Background: an optimization exercise with open tools, aiming at small area and a short achievable clock period. Do not read the settings as production practice. At most, simulation tests tie the RTL to the original design; equivalence was not proved. No activity file was given, so power comes from the tool's default toggle rates.

==> v22 <==
Design usb_device, start of the top module:
module usb_device #(
   parameter int EP_DEPTH = 64             
) (
   input  logic              clk,
   input  logic              rst,
   input  logic              usb_reset,    
   input  logic              rx_valid,     
   input  logic              rx_active,    
   input  logic [7:0]        rx_data,
   output logic              tx_valid,     
   output logic [7:0]        tx_data,
   input  logic              tx_ready,
   input  logic              cfg_req,
   input  logic [1:0]        cfg_op,
   input  logic              cfg_ep,
   input  logic [6:0]        cfg_data,
   output logic              cfg_ack,
   input  logic              ep0_out_rd,
   output logic [7:0]        ep0_out_dout,
   output logic              ep0_out_empty,
   input  logic              ep0_in_wr,
   input  logic [7:0]        ep0_in_din,
   output logic              ep0_in_full,
   input  logic              ep1_in_wr,
   input  logic [7:0]        ep1_in_din,
   output logic              ep1_in_full
);
   logic [6:0] dev_addr;
   logic [1:0] stall;
   logic [6:0] dev_addr_next;
   logic [1:0] stall_next;
   logic       ep0o_full;
   logic       ep0o_wr;
   logic       ep0o_commit;
   logic       ep0o_abort;
   logic [7:0] ep0o_din;
   logic [1:0] epi_empty;
   logic [7:0] epi_q0;
   logic [7:0] epi_q1;
   logic [1:0] epi_rd;
   usb_pkg::utmi_rx_t rx;
   usb_pkg::utmi_tx_t tx;
   assign rx       = {rx_valid, rx_active, rx_data};
   assign tx_valid = tx.valid;
   assign tx_data  = tx.data;
   usb_dev_regs usb_dev_regs_i (
      .clk(clk), .rst(rst), .usb_reset(usb_reset),
      .cfg_req(cfg_req), .cfg_op(usb_pkg::cfg_op_t'(cfg_op)), .cfg_ep(cfg_ep), .cfg_data(cfg_data),
      .cfg_ack(cfg_ack), .dev_addr(dev_addr), .stall(stall),
      .dev_addr_next(dev_addr_next), .stall_next(stall_next)
   );
   usb_sie usb_sie_i (
      .clk(clk), .rst(rst), .usb_reset(usb_reset),
      .rx(rx), .tx(tx), .tx_ready(tx_ready),
      .dev_addr_next(dev_addr_next), .stall_next(stall_next),
      .ep0o_full(ep0o_full), .ep0o_wr(ep0o_wr), .ep0o_commit(ep0o_commit),
      .ep0o_abort(ep0o_abort), .ep0o_din(ep0o_din),
      .epi_empty(epi_empty), .epi_q0(epi_q0), .epi_q1(epi_q1), .epi_rd(epi_rd)
   );
   usb_out_fifo ep0_out_fifo_i (
  ...
clock: 4.2 ns
lec_check: 0
cap_margin: 20
core_margin: 2
core_utilization: 50
cts_cluster_diameter: 120
cts_cluster_size: 30
place_density: 0.65
setup_slack_margin: 2.0
slew_margin: 20
run.sh (not shown) runs the stock make flow with config.mk's settings and CLKGATE_MAP_FILE= SYNTH_SCRIPT=/design/flow/synth_recipe.tcl, a recipe that flattens the netlist after the stock synthesis.
==> inputs of v21, as changes to v22 <==
--- a/flow/design.v
+++ b/flow/design.v
@@ -246,17 +246,15 @@
    input  logic              usb_reset,
    input  logic              cfg_req,
    input  usb_pkg::cfg_op_t  cfg_op,
    input  logic              cfg_ep,      
    input  logic [6:0]        cfg_data,    
    output logic              cfg_ack,
    output logic [6:0]        dev_addr,
-   output logic [1:0]        stall,       
-   output logic [6:0]        dev_addr_next,
-   output logic [1:0]        stall_next
+   output logic [1:0]        stall        
 );
    typedef enum logic {
       S_IDLE,                              
       S_ACK                                
    } state_t;
    state_t state;
    logic   apply;
@@ -276,53 +274,46 @@
                if (!cfg_req)
                   state <= S_IDLE;         
             default:
                state <= S_IDLE;
          endcase
       end
    end
-   always_comb
+   always_ff @(posedge clk)
    begin
-      dev_addr_next = dev_addr;
-      stall_next    = stall;
       if (rst || usb_reset)
       begin
-         dev_addr_next = 7'd0;             
-         stall_next    = 2'b00;
+         dev_addr <= 7'd0;                 
+         stall    <= 2'b00;
       end
       else if (apply)
       begin
          case (cfg_op)
             usb_pkg::CFG_SET_ADDR:
-               dev_addr_next = cfg_data;
+               dev_addr <= cfg_data;
             usb_pkg::CFG_SET_STALL:
-               stall_next[cfg_ep] = 1'b1;
+               stall[cfg_ep] <= 1'b1;
             usb_pkg::CFG_CLR_STALL:
-               stall_next[cfg_ep] = 1'b0;
+               stall[cfg_ep] <= 1'b0;
             default:
                ;                           
          endcase
       end
    end
-   always_ff @(posedge clk)
-   begin
-      dev_addr <= dev_addr_next;
-      stall    <= stall_next;
-   end
 endmodule
 `timescale 1ns/1ps
 module usb_sie (
    input  logic              clk,
    input  logic              rst,
    input  logic              usb_reset,
    input  usb_pkg::utmi_rx_t rx,
    output usb_pkg::utmi_tx_t tx,
    input  logic              tx_ready,
-   input  logic [6:0]        dev_addr_next,    
-   input  logic [1:0]        stall_next,
+   input  logic [6:0]        dev_addr,
+   input  logic [1:0]        stall,
    input  logic              ep0o_full,
    output logic              ep0o_wr,
    output logic              ep0o_commit,
    output logic              ep0o_abort,
    output logic [7:0]        ep0o_din,
    input  logic [1:0]        epi_empty,
    input  logic [7:0]        epi_q0,     
@@ -348,16 +339,15 @@
    logic [6:0]        tok_addr;
    logic              tok_endp0;
    logic              tok_pid_ok;          
    logic              tok_crc_ok;          
    usb_pkg::pid_t     rx_pid;
    logic [15:0]       crc;
    logic [15:0]       crc_next;
-   logic [15:0]       crc_d;               
-   logic              addr_match;          
+   logic [7:0]        crc_din;
    logic [7:0]        hold0;               
    logic [7:0]        hold1;               
    logic              held1;               
    logic              held2;               
    logic              tok_ok;
    logic              tok_pid;
    logic              data_pid_ok;
@@ -367,15 +357,15 @@
    logic              in_empty;
    logic [7:0]        in_q;
    logic              in_rd;
    logic              v;
    logic              a;
    logic              rx_end;
    logic              r;
-   logic              crc_good;            
+   logic              crc_good;
    logic              ovf;
    logic              tx_valid_r;
    logic [7:0]        tx_data_r;
    logic [7:0]        pay_r;               
    logic [15:0]       crc_in;              
    logic [7:0]        tx_load;
    logic [7:0]        tx_cur;
@@ -388,15 +378,16 @@
    assign tok_pid  = (rx_pid == usb_pkg::OUT) || (rx_pid == usb_pkg::IN) ||
                      (rx_pid == usb_pkg::SETUP);
    assign is_in    = (tok_pid_r == usb_pkg::IN);
    assign ep_sel   = tok_endp0;
    assign in_empty = ep_sel ? epi_empty[1] : epi_empty[0];
    assign in_q     = ep_sel ? epi_q1 : epi_q0;
    assign epi_rd   = {in_rd & ep_sel, in_rd & ~ep_sel};
-   assign tok_ok = tok_pid_ok && tok_crc_ok && addr_match &&
+   assign stalled  = stall[ep_sel] && (tok_pid_r != usb_pkg::SETUP);    
+   assign tok_ok = tok_pid_ok && tok_crc_ok && (tok_addr == dev_addr) &&
                    !(!is_in && tok_endp0);
    assign data_pid_ok = (rx.data[7:4] == ~rx.data[3:0]) &&
                         ((rx_pid == usb_pkg::DATA0) ||
                          (rx_pid == usb_pkg::DATA1 && tok_pid_r != usb_pkg::SETUP));
    assign ovf = st[OD] && v && held2 && ep0o_full;    
    always_comb
    begin
@@ -429,27 +420,17 @@
       end
       else
       begin
          st         <= nx;
          tx_valid_r <= nx[IP] || nx[ID] || nx[C0] || nx[C1] || nx[AK] || nx[SL];
       end
    end
-   assign crc_next = usb_pkg::crc16_step(crc, rx.data);
+   assign crc_din  = st[OD] ? rx.data : pay_r;
+   assign crc_next = usb_pkg::crc16_step(crc, crc_din);
    assign crc_in   = usb_pkg::crc16_step(crc, pay_r);
-   always_comb
-   begin
-      if (st[T3] || st[OP])
-         crc_d = 16'hffff;                 
-      else if (st[OD] && v)
-         crc_d = crc_next;
-      else if (st[ID] && r)
-         crc_d = crc_in;
-      else
-         crc_d = crc;
-   end
    always_ff @(posedge clk)
    begin
       if (st[T0] && v)
       begin
          tok_pid_r  <= rx_pid;
          tok_pid_ok <= (rx.data[7:4] == ~rx.data[3:0]);
       end
@@ -457,17 +438,18 @@
       begin
          tok_addr  <= rx.data[6:0];
          tok_endp0 <= rx.data[7];
       end
       if (st[T2] && v)
          tok_crc_ok <= (rx.data[7:3] == usb_pkg::crc5_field({3'd0, tok_endp0, tok_addr})) &&
                        (rx.data[2:0] == 3'd0);
-      crc      <= crc_d;
-      addr_match <= (tok_addr == dev_addr_next);
-      stalled    <= stall_next[ep_sel] && (tok_pid_r != usb_pkg::SETUP);    
+      if (st[T3] || st[OP])
+         crc <= 16'hffff;                  
+      else if ((st[OD] && v) || (st[ID] && r))
+         crc <= crc_next;
       if (st[OP])
       begin
          held1 <= 1'b0;
          held2 <= 1'b0;
       end
       else if (st[OD] && v)
       begin
@@ -557,16 +539,14 @@
    output logic              ep0_in_full,
    input  logic              ep1_in_wr,
    input  logic [7:0]        ep1_in_din,
    output logic              ep1_in_full
 );
    logic [6:0] dev_addr;
    logic [1:0] stall;
-   logic [6:0] dev_addr_next;
-   logic [1:0] stall_next;
    logic       ep0o_full;
    logic       ep0o_wr;
    logic       ep0o_commit;
    logic       ep0o_abort;
    logic [7:0] ep0o_din;
    logic [1:0] epi_empty;
    logic [7:0] epi_q0;
@@ -576,21 +556,20 @@
    usb_pkg::utmi_tx_t tx;
    assign rx       = {rx_valid, rx_active, rx_data};
    assign tx_valid = tx.valid;
    assign tx_data  = tx.data;
    usb_dev_regs usb_dev_regs_i (
       .clk(clk), .rst(rst), .usb_reset(usb_reset),
       .cfg_req(cfg_req), .cfg_op(usb_pkg::cfg_op_t'(cfg_op)), .cfg_ep(cfg_ep), .cfg_data(cfg_data),
-      .cfg_ack(cfg_ack), .dev_addr(dev_addr), .stall(stall),
-      .dev_addr_next(dev_addr_next), .stall_next(stall_next)
+      .cfg_ack(cfg_ack), .dev_addr(dev_addr), .stall(stall)
    );
    usb_sie usb_sie_i (
       .clk(clk), .rst(rst), .usb_reset(usb_reset),
       .rx(rx), .tx(tx), .tx_ready(tx_ready),
-      .dev_addr_next(dev_addr_next), .stall_next(stall_next),
+      .dev_addr(dev_addr), .stall(stall),
       .ep0o_full(ep0o_full), .ep0o_wr(ep0o_wr), .ep0o_commit(ep0o_commit),
       .ep0o_abort(ep0o_abort), .ep0o_din(ep0o_din),
       .epi_empty(epi_empty), .epi_q0(epi_q0), .epi_q1(epi_q1), .epi_rd(epi_rd)
    );
    usb_out_fifo ep0_out_fifo_i (
       .clk(clk), .rst(rst), .clr(usb_reset),
       .wr(ep0o_wr), .commit(ep0o_commit), .abort(ep0o_abort), .din(ep0o_din),
==> flow/config.mk (replaced) <==
export PLATFORM = sky130hd
export DESIGN_NAME = usb_device
export DESIGN_NICKNAME = usb_device
export VERILOG_FILES = /design/flow/design.v
export SDC_FILE = /design/flow/constraint.sdc
export NUM_CORES = 4
export LEC_CHECK = 0
export CAP_MARGIN = 20
export CORE_MARGIN = 2
export CORE_UTILIZATION = 40
export SETUP_SLACK_MARGIN = 2.0
export SLEW_MARGIN = 20
==> inputs of v39, as changes to v22 <==
==> flow/config.mk (replaced) <==
export PLATFORM = sky130hd
export DESIGN_NAME = usb_device
export DESIGN_NICKNAME = usb_device
export VERILOG_FILES = /design/flow/design.v
export SDC_FILE = /design/flow/constraint.sdc
export NUM_CORES = 4
export LEC_CHECK = 0
export CAP_MARGIN = 20
export CORE_MARGIN = 2
export CORE_UTILIZATION = 40
export CTS_CLUSTER_DIAMETER = 120
export CTS_CLUSTER_SIZE = 30
export SETUP_SLACK_MARGIN = 2.0
export SLEW_MARGIN = 20
==> inputs of v17, as changes to v22 <==
--- a/flow/design.v
+++ b/flow/design.v
@@ -77,18 +77,16 @@
    input  logic [7:0] din,
    input  logic       rd,
    output logic [7:0] q,
    output logic       empty,
    output logic       full
 );
    logic [511:0] mem;
-   logic [7:0]   nx_lo;                    
-   logic [7:0]   nx_hi;                    
-   logic [7:0]   head;                     
-   logic [7:0]   q_hold;                   
+   logic [7:0]   rd_lo;                    
+   logic [7:0]   rd_hi;                    
    logic [5:0]   wr_ptr;                   
    logic [5:0]   cm_ptr;                   
    logic [6:0]   tot;                      
    logic [6:0]   avail;                    
    logic [6:0]   tot_wr;                   
    logic [6:0]   tot_next;
    logic [6:0]   avail_next;
@@ -118,16 +116,16 @@
       else
          avail_next = do_rd ? avail - 7'd1 : avail;
    end
    always_ff @(posedge clk)
    begin
       if (rst || clr)
       begin
-         nx_lo   <= 8'd2;
-         nx_hi   <= 8'd1;
+         rd_lo   <= 8'd1;
+         rd_hi   <= 8'd1;
          wr_ptr  <= '0;
          cm_ptr  <= '0;
          tot     <= '0;
          avail   <= '0;
          empty_r <= 1'b1;
       end
       else
@@ -136,17 +134,17 @@
             wr_ptr <= cm_ptr;              
          else if (do_wr)
             wr_ptr <= wr_ptr + 1'b1;
          if (take)
             cm_ptr <= do_wr ? wr_ptr + 1'b1 : wr_ptr;
          if (do_rd)
          begin
-            nx_lo <= {nx_lo[6:0], nx_lo[7]};
-            if (nx_lo[7])
-               nx_hi <= {nx_hi[6:0], nx_hi[7]};
+            rd_lo <= {rd_lo[6:0], rd_lo[7]};
+            if (rd_lo[7])
+               rd_hi <= {rd_hi[6:0], rd_hi[7]};
          end
          tot   <= tot_next;
          avail <= avail_next;
          if (take)
             empty_r <= !do_wr && (do_rd ? (tot == 7'd1) : (tot == 7'd0));
          else
             empty_r <= do_rd ? (avail == 7'd1) : empty_r;
@@ -154,109 +152,89 @@
    end
    always_ff @(posedge clk)
    begin
       for (int i = 0; i < 64; i++)
          if (do_wr && wr_ptr == 6'(i))
             mem[i*8 +: 8] <= din;
    end
-   usb_fifo_rdmux rdmux_i (.mem(mem), .lo(nx_lo), .hi(nx_hi), .rdata(rdata));
+   usb_fifo_rdmux rdmux_i (.mem(mem), .lo(rd_lo), .hi(rd_hi), .rdata(rdata));
    always_ff @(posedge clk)
    begin
       if (do_rd)
-         head <= (tot == 7'd1) ? din : rdata;
-      else if (tot == 7'd0)
-         head <= din;
-   end
-   always_ff @(posedge clk)
-   begin
-      if (do_rd)
-         q_hold <= head;
-      q <= do_rd ? head : q_hold;          
+         q <= rdata;                       
    end
 endmodule
 module usb_in_fifo (
    input  logic       clk,
    input  logic       rst,
    input  logic       clr,                 
    input  logic       wr,
    input  logic [7:0] din,
    input  logic       rd,
    output logic [7:0] rdata,
    output logic       empty,
    output logic       full
 );
    logic [511:0] mem;
-   logic [7:0]   nx_lo;                    
-   logic [7:0]   nx_hi;                    
-   logic [7:0]   head;                     
-   logic [7:0]   rd_next;                  
+   logic [7:0]   rd_lo;                    
+   logic [7:0]   rd_hi;                    
    logic [5:0]   wr_ptr;
    logic [6:0]   count;                    
    logic         empty_r;
    logic         do_wr;
    assign empty = empty_r;
    assign full  = count[6];
    assign do_wr = wr && !count[6];
    always_ff @(posedge clk)
    begin
       if (rst || clr)
       begin
-         nx_lo   <= 8'd2;
-         nx_hi   <= 8'd1;
+         rd_lo   <= 8'd1;
+         rd_hi   <= 8'd1;
          wr_ptr  <= '0;
          count   <= '0;
          empty_r <= 1'b1;
       end
       else
       begin
          if (do_wr)
             wr_ptr <= wr_ptr + 1'b1;
          if (rd)
          begin
-            nx_lo <= {nx_lo[6:0], nx_lo[7]};
-            if (nx_lo[7])
-               nx_hi <= {nx_hi[6:0], nx_hi[7]};
+            rd_lo <= {rd_lo[6:0], rd_lo[7]};
+            if (rd_lo[7])
+               rd_hi <= {rd_hi[6:0], rd_hi[7]};
          end
          if (do_wr && !rd)
             count <= count + 1'b1;
          else if (!do_wr && rd)
             count <= count - 1'b1;
          empty_r <= !do_wr && (rd ? (count == 7'd1) : empty_r);
       end
    end
    always_ff @(posedge clk)
    begin
       for (int i = 0; i < 64; i++)
          if (do_wr && wr_ptr == 6'(i))
             mem[i*8 +: 8] <= din;
    end
-   usb_fifo_rdmux rdmux_i (.mem(mem), .lo(nx_lo), .hi(nx_hi), .rdata(rd_next));
-   always_ff @(posedge clk)
-   begin
-      if (rd)
-         head <= (count == 7'd1) ? din : rd_next;
-      else if (empty_r)
-         head <= din;
-   end
-   assign rdata = head;
+   usb_fifo_rdmux rdmux_i (.mem(mem), .lo(rd_lo), .hi(rd_hi), .rdata(rdata));
 endmodule
 `timescale 1ns/1ps
 module usb_dev_regs (
    input  logic              clk,
    input  logic              rst,
    input  logic              usb_reset,
    input  logic              cfg_req,
    input  usb_pkg::cfg_op_t  cfg_op,
    input  logic              cfg_ep,      
    input  logic [6:0]        cfg_data,    
    output logic              cfg_ack,
    output logic [6:0]        dev_addr,
-   output logic [1:0]        stall,       
-   output logic [6:0]        dev_addr_next,
-   output logic [1:0]        stall_next
+   output logic [1:0]        stall        
 );
    typedef enum logic {
       S_IDLE,                              
       S_ACK                                
    } state_t;
    state_t state;
    logic   apply;
@@ -276,53 +254,46 @@
                if (!cfg_req)
                   state <= S_IDLE;         
             default:
                state <= S_IDLE;
          endcase
       end
    end
-   always_comb
+   always_ff @(posedge clk)
    begin
-      dev_addr_next = dev_addr;
-      stall_next    = stall;
       if (rst || usb_reset)
       begin
-         dev_addr_next = 7'd0;             
-         stall_next    = 2'b00;
+         dev_addr <= 7'd0;                 
+         stall    <= 2'b00;
       end
       else if (apply)
       begin
          case (cfg_op)
             usb_pkg::CFG_SET_ADDR:
-               dev_addr_next = cfg_data;
+               dev_addr <= cfg_data;
             usb_pkg::CFG_SET_STALL:
-               stall_next[cfg_ep] = 1'b1;
+               stall[cfg_ep] <= 1'b1;
             usb_pkg::CFG_CLR_STALL:
-               stall_next[cfg_ep] = 1'b0;
+               stall[cfg_ep] <= 1'b0;
             default:
                ;                           
          endcase
       end
    end
-   always_ff @(posedge clk)
-   begin
-      dev_addr <= dev_addr_next;
-      stall    <= stall_next;
-   end
 endmodule
 `timescale 1ns/1ps
 module usb_sie (
    input  logic              clk,
    input  logic              rst,
    input  logic              usb_reset,
    input  usb_pkg::utmi_rx_t rx,
    output usb_pkg::utmi_tx_t tx,
    input  logic              tx_ready,
-   input  logic [6:0]        dev_addr_next,    
-   input  logic [1:0]        stall_next,
+   input  logic [6:0]        dev_addr,
+   input  logic [1:0]        stall,
    input  logic              ep0o_full,
    output logic              ep0o_wr,
    output logic              ep0o_commit,
    output logic              ep0o_abort,
    output logic [7:0]        ep0o_din,
    input  logic [1:0]        epi_empty,
    input  logic [7:0]        epi_q0,     
@@ -348,16 +319,15 @@
    logic [6:0]        tok_addr;
    logic              tok_endp0;
    logic              tok_pid_ok;          
    logic              tok_crc_ok;          
    usb_pkg::pid_t     rx_pid;
    logic [15:0]       crc;
    logic [15:0]       crc_next;
-   logic [15:0]       crc_d;               
-   logic              addr_match;          
+   logic [7:0]        crc_din;
    logic [7:0]        hold0;               
    logic [7:0]        hold1;               
    logic              held1;               
    logic              held2;               
    logic              tok_ok;
    logic              tok_pid;
    logic              data_pid_ok;
@@ -367,36 +337,36 @@
    logic              in_empty;
    logic [7:0]        in_q;
    logic              in_rd;
    logic              v;
    logic              a;
    logic              rx_end;
    logic              r;
-   logic              crc_good;            
+   logic              crc_good;
    logic              ovf;
    logic              tx_valid_r;
    logic [7:0]        tx_data_r;
    logic [7:0]        pay_r;               
    logic [15:0]       crc_in;              
    logic [7:0]        tx_load;
-   logic [7:0]        tx_cur;
    assign v        = rx.valid;
    assign a        = rx.active;
    assign r        = tx_ready;
    assign rx_pid   = usb_pkg::pid_t'(rx.data[3:0]);
    assign rx_end   = !v && !a;
    assign crc_good = (crc == usb_pkg::CRC16_RESIDUAL);
    assign tok_pid  = (rx_pid == usb_pkg::OUT) || (rx_pid == usb_pkg::IN) ||
                      (rx_pid == usb_pkg::SETUP);
    assign is_in    = (tok_pid_r == usb_pkg::IN);
    assign ep_sel   = tok_endp0;
    assign in_empty = ep_sel ? epi_empty[1] : epi_empty[0];
    assign in_q     = ep_sel ? epi_q1 : epi_q0;
    assign epi_rd   = {in_rd & ep_sel, in_rd & ~ep_sel};
-   assign tok_ok = tok_pid_ok && tok_crc_ok && addr_match &&
+   assign stalled  = stall[ep_sel] && (tok_pid_r != usb_pkg::SETUP);    
+   assign tok_ok = tok_pid_ok && tok_crc_ok && (tok_addr == dev_addr) &&
                    !(!is_in && tok_endp0);
    assign data_pid_ok = (rx.data[7:4] == ~rx.data[3:0]) &&
                         ((rx_pid == usb_pkg::DATA0) ||
                          (rx_pid == usb_pkg::DATA1 && tok_pid_r != usb_pkg::SETUP));
    assign ovf = st[OD] && v && held2 && ep0o_full;    
    always_comb
    begin
@@ -429,27 +399,17 @@
       end
       else
       begin
          st         <= nx;
          tx_valid_r <= nx[IP] || nx[ID] || nx[C0] || nx[C1] || nx[AK] || nx[SL];
       end
    end
-   assign crc_next = usb_pkg::crc16_step(crc, rx.data);
+   assign crc_din  = st[OD] ? rx.data : pay_r;
+   assign crc_next = usb_pkg::crc16_step(crc, crc_din);
    assign crc_in   = usb_pkg::crc16_step(crc, pay_r);
-   always_comb
-   begin
-      if (st[T3] || st[OP])
-         crc_d = 16'hffff;                 
-      else if (st[OD] && v)
-         crc_d = crc_next;
-      else if (st[ID] && r)
-         crc_d = crc_in;
-      else
-         crc_d = crc;
-   end
    always_ff @(posedge clk)
    begin
       if (st[T0] && v)
       begin
          tok_pid_r  <= rx_pid;
          tok_pid_ok <= (rx.data[7:4] == ~rx.data[3:0]);
       end
@@ -457,17 +417,18 @@
       begin
          tok_addr  <= rx.data[6:0];
          tok_endp0 <= rx.data[7];
       end
       if (st[T2] && v)
          tok_crc_ok <= (rx.data[7:3] == usb_pkg::crc5_field({3'd0, tok_endp0, tok_addr})) &&
                        (rx.data[2:0] == 3'd0);
-      crc      <= crc_d;
-      addr_match <= (tok_addr == dev_addr_next);
-      stalled    <= stall_next[ep_sel] && (tok_pid_r != usb_pkg::SETUP);    
+      if (st[T3] || st[OP])
+         crc <= 16'hffff;                  
+      else if ((st[OD] && v) || (st[ID] && r))
+         crc <= crc_next;
       if (st[OP])
       begin
          held1 <= 1'b0;
          held2 <= 1'b0;
       end
       else if (st[OD] && v)
       begin
@@ -501,35 +462,17 @@
          tx_load = 8'h00;                  
    end
    always_ff @(posedge clk)
    begin
       if (in_rd)
          pay_r <= in_q;
    end
-   always_comb
-   begin
-      tx_cur = 8'h00;
-      if (st[IP])
-         tx_cur = {~usb_pkg::DATA0, usb_pkg::DATA0};
-      if (st[ID])
-         tx_cur = tx_cur | pay_r;
-      if (st[C0])
-         tx_cur = tx_cur | ~crc[7:0];
-      if (st[C1])
-         tx_cur = tx_cur | ~crc[15:8];
-      if (st[AK])
-         tx_cur = tx_cur | {~usb_pkg::ACK, usb_pkg::ACK};
-      if (st[SL])
-         tx_cur = tx_cur | {~usb_pkg::STALL, usb_pkg::STALL};
-   end
    always_ff @(posedge clk)
    begin
-      if (((st[IP] || st[ID] || st[C0]) && !r) || st[C1] || st[AK] || st[SL])
-         tx_data_r <= tx_cur;              
-      else
+      if (!((st[IP] || st[ID] || st[C0]) && !r) && !st[C1] && !st[AK] && !st[SL])
          tx_data_r <= tx_load;
    end
    assign tx.valid = tx_valid_r;
    assign tx.data  = tx_data_r;
 endmodule
 `timescale 1ns/1ps
 module usb_device #(
@@ -557,16 +500,14 @@
    output logic              ep0_in_full,
    input  logic              ep1_in_wr,
    input  logic [7:0]        ep1_in_din,
    output logic              ep1_in_full
 );
    logic [6:0] dev_addr;
    logic [1:0] stall;
-   logic [6:0] dev_addr_next;
-   logic [1:0] stall_next;
    logic       ep0o_full;
    logic       ep0o_wr;
    logic       ep0o_commit;
    logic       ep0o_abort;
    logic [7:0] ep0o_din;
    logic [1:0] epi_empty;
    logic [7:0] epi_q0;
@@ -576,21 +517,20 @@
    usb_pkg::utmi_tx_t tx;
    assign rx       = {rx_valid, rx_active, rx_data};
    assign tx_valid = tx.valid;
    assign tx_data  = tx.data;
    usb_dev_regs usb_dev_regs_i (
       .clk(clk), .rst(rst), .usb_reset(usb_reset),
       .cfg_req(cfg_req), .cfg_op(usb_pkg::cfg_op_t'(cfg_op)), .cfg_ep(cfg_ep), .cfg_data(cfg_data),
-      .cfg_ack(cfg_ack), .dev_addr(dev_addr), .stall(stall),
-      .dev_addr_next(dev_addr_next), .stall_next(stall_next)
+      .cfg_ack(cfg_ack), .dev_addr(dev_addr), .stall(stall)
    );
    usb_sie usb_sie_i (
       .clk(clk), .rst(rst), .usb_reset(usb_reset),
       .rx(rx), .tx(tx), .tx_ready(tx_ready),
-      .dev_addr_next(dev_addr_next), .stall_next(stall_next),
+      .dev_addr(dev_addr), .stall(stall),
       .ep0o_full(ep0o_full), .ep0o_wr(ep0o_wr), .ep0o_commit(ep0o_commit),
       .ep0o_abort(ep0o_abort), .ep0o_din(ep0o_din),
       .epi_empty(epi_empty), .epi_q0(epi_q0), .epi_q1(epi_q1), .epi_rd(epi_rd)
    );
    usb_out_fifo ep0_out_fifo_i (
       .clk(clk), .rst(rst), .clr(usb_reset),
       .wr(ep0o_wr), .commit(ep0o_commit), .abort(ep0o_abort), .din(ep0o_din),
==> flow/config.mk (replaced) <==
export PLATFORM = sky130hd
export DESIGN_NAME = usb_device
export DESIGN_NICKNAME = usb_device
export VERILOG_FILES = /design/flow/design.v
export SDC_FILE = /design/flow/constraint.sdc
export NUM_CORES = 4
export LEC_CHECK = 0
export CAP_MARGIN = 20
export CORE_MARGIN = 2
export CORE_UTILIZATION = 40
export SETUP_SLACK_MARGIN = 2.0
export SLEW_MARGIN = 20
==> summary.txt <==
Status - complete, no violations
Post-CTS Setup Inserts - 121
Logic pwr share - 1.5%
Met2 Use GR - 33.9%
Worst endpoint data arrival time - 3.11 ns
M3 GR Usage - 4.14%
Worst reg2reg startpoint - ep0_in_fifo_i.rd_lo[7]
Wire length per cell - 28.1 µm
Crit path time final - 2.54 ns
Total routed wirelength - 189 mm
Multi-input gate count - 2039
CTS Sinks - 1735
Post-route design area - 79200 µm²
Commonest non-fill, non-tap cells in the layout - 1590 x edfxtp_1, 716 x a22oi_1, 232 x buf_4
Worst-Skew Late Latency - 0.83 ns
CP bufs+invs - 1
The numbers above come from v17.

==> summary.txt <==
Logic pwr share - 1.9%
Crit path time final - 2.29 ns
Total routed wirelength - 181 mm
Commonest non-fill, non-tap cells in the layout - 1606 x edfxtp_1, 772 x a22oi_1, 209 x nand4_1
CTS Sinks - 1761
Worst reg2reg startpoint - usb_sie_i.tok_endp0
Worst endpoint data arrival time - 2.89 ns
Worst-Skew Late Latency - 0.72 ns
Wire length per cell - 29.5 µm
Status - complete, no violations
CP bufs+invs - 3
Post-route design area - 74700 µm²
The numbers above come from v22.

==> summary.txt <==
CP bufs+invs - 1
Clk buf depth - 3
Commonest non-fill, non-tap cells in the layout - 1606 x edfxtp_1, 787 x a22oi_1, 209 x nand4_1
Total routed wirelength - 186 mm
Crit path time final - 2.22 ns
Clock Power Share - 45.1%
CTS Sinks - 1759
Logic pwr share - 1.4%
Worst endpoint data arrival time - 2.74 ns
Met2 Use GR - 33.9%
Post-route design area - 79000 µm²
M3 GR Usage - 4.40%
Non-clock inverters - 36
Worst-Skew Late Latency - 0.82 ns
Placer Congestion - 0.854
Status - complete, no violations
Most frequent cell after synthesis - edfxtp_1
Post-CTS Setup Inserts - 43
Placed insts - 6349
Synth async-reset ratio - 0%
Wire length per cell - 27.4 µm
Multi-input gate count - 2133
The numbers above come from v21.

==> summary.txt <==
Status - complete, no violations
Logic pwr share - 1.9%
M3 GR Usage - 2.94%
Post-CTS Setup Inserts - 80
Post-route design area - 75800 µm²
Slew Limit Fails - 0
Crit path time final - 2.21 ns
Multi-input gate count - 2140
Total power draw - 28.1 mW
Ports - 65
Avg Synthesized Cell Area - 15.7 µm²
Initial DRT Pass Iterations - 21
CP bufs+invs - 1
Non-clock inverters - 37
End of the critical path - ep0_in_fifo_i.head[3]
Worst-Skew Late Latency - 0.74 ns
Total routed wirelength - 186 mm
Worst endpoint data arrival time - 2.67 ns
CTS Sinks - 1761
Worst reg2reg startpoint - ep0_in_fifo_i.nx_lo[5]
Met2 Use GR - 34.0%
Wire length per cell - 28.2 µm
The numbers above come from v39.

Only the layout flow was run in v22, v39 and v17; the RTL was not checked for function there.

-- static timing again, ports no longer ideal --
How much do the figures lean on ideal ports? The routed layouts below were timed once more, with nothing changed but the port constraints.
Step 1 (the two cells are an assumption about what drives the block):
set clk [get_ports {clk}]
set_driving_cell -lib_cell sky130_fd_sc_hd__clkbuf_16 $clk
set_driving_cell -lib_cell sky130_fd_sc_hd__buf_2 [delete_from_list [all_inputs] $clk]
Step 2 also shifts input and output timing later by t, the mid clock arrival at the registers, as if the neighbouring blocks saw the same clock.
Three values: no drivers, after step 1, after step 2; two values: the first two.
run | t, ns | slack for setup (ns) | clock arrival spread, ns
v22 | 0.770 | 1.905 / 1.905 / 1.232 | 0.035 / 0.036
v21 | 0.865 | 1.983 / 1.891 / 1.025 | 0.067 / 0.067
v39 | 0.792 | 1.992 / 1.971 / 1.179 | 0.066 / 0.065
v17 | 0.893 | 1.661 / 1.661 / 1.089 | 0.080 / 0.080
After both steps every run listed still meets setup and hold. For v21, which loses most, drivers alone change the setup slack by -0.092 ns; drivers and shift together by -0.958 ns.
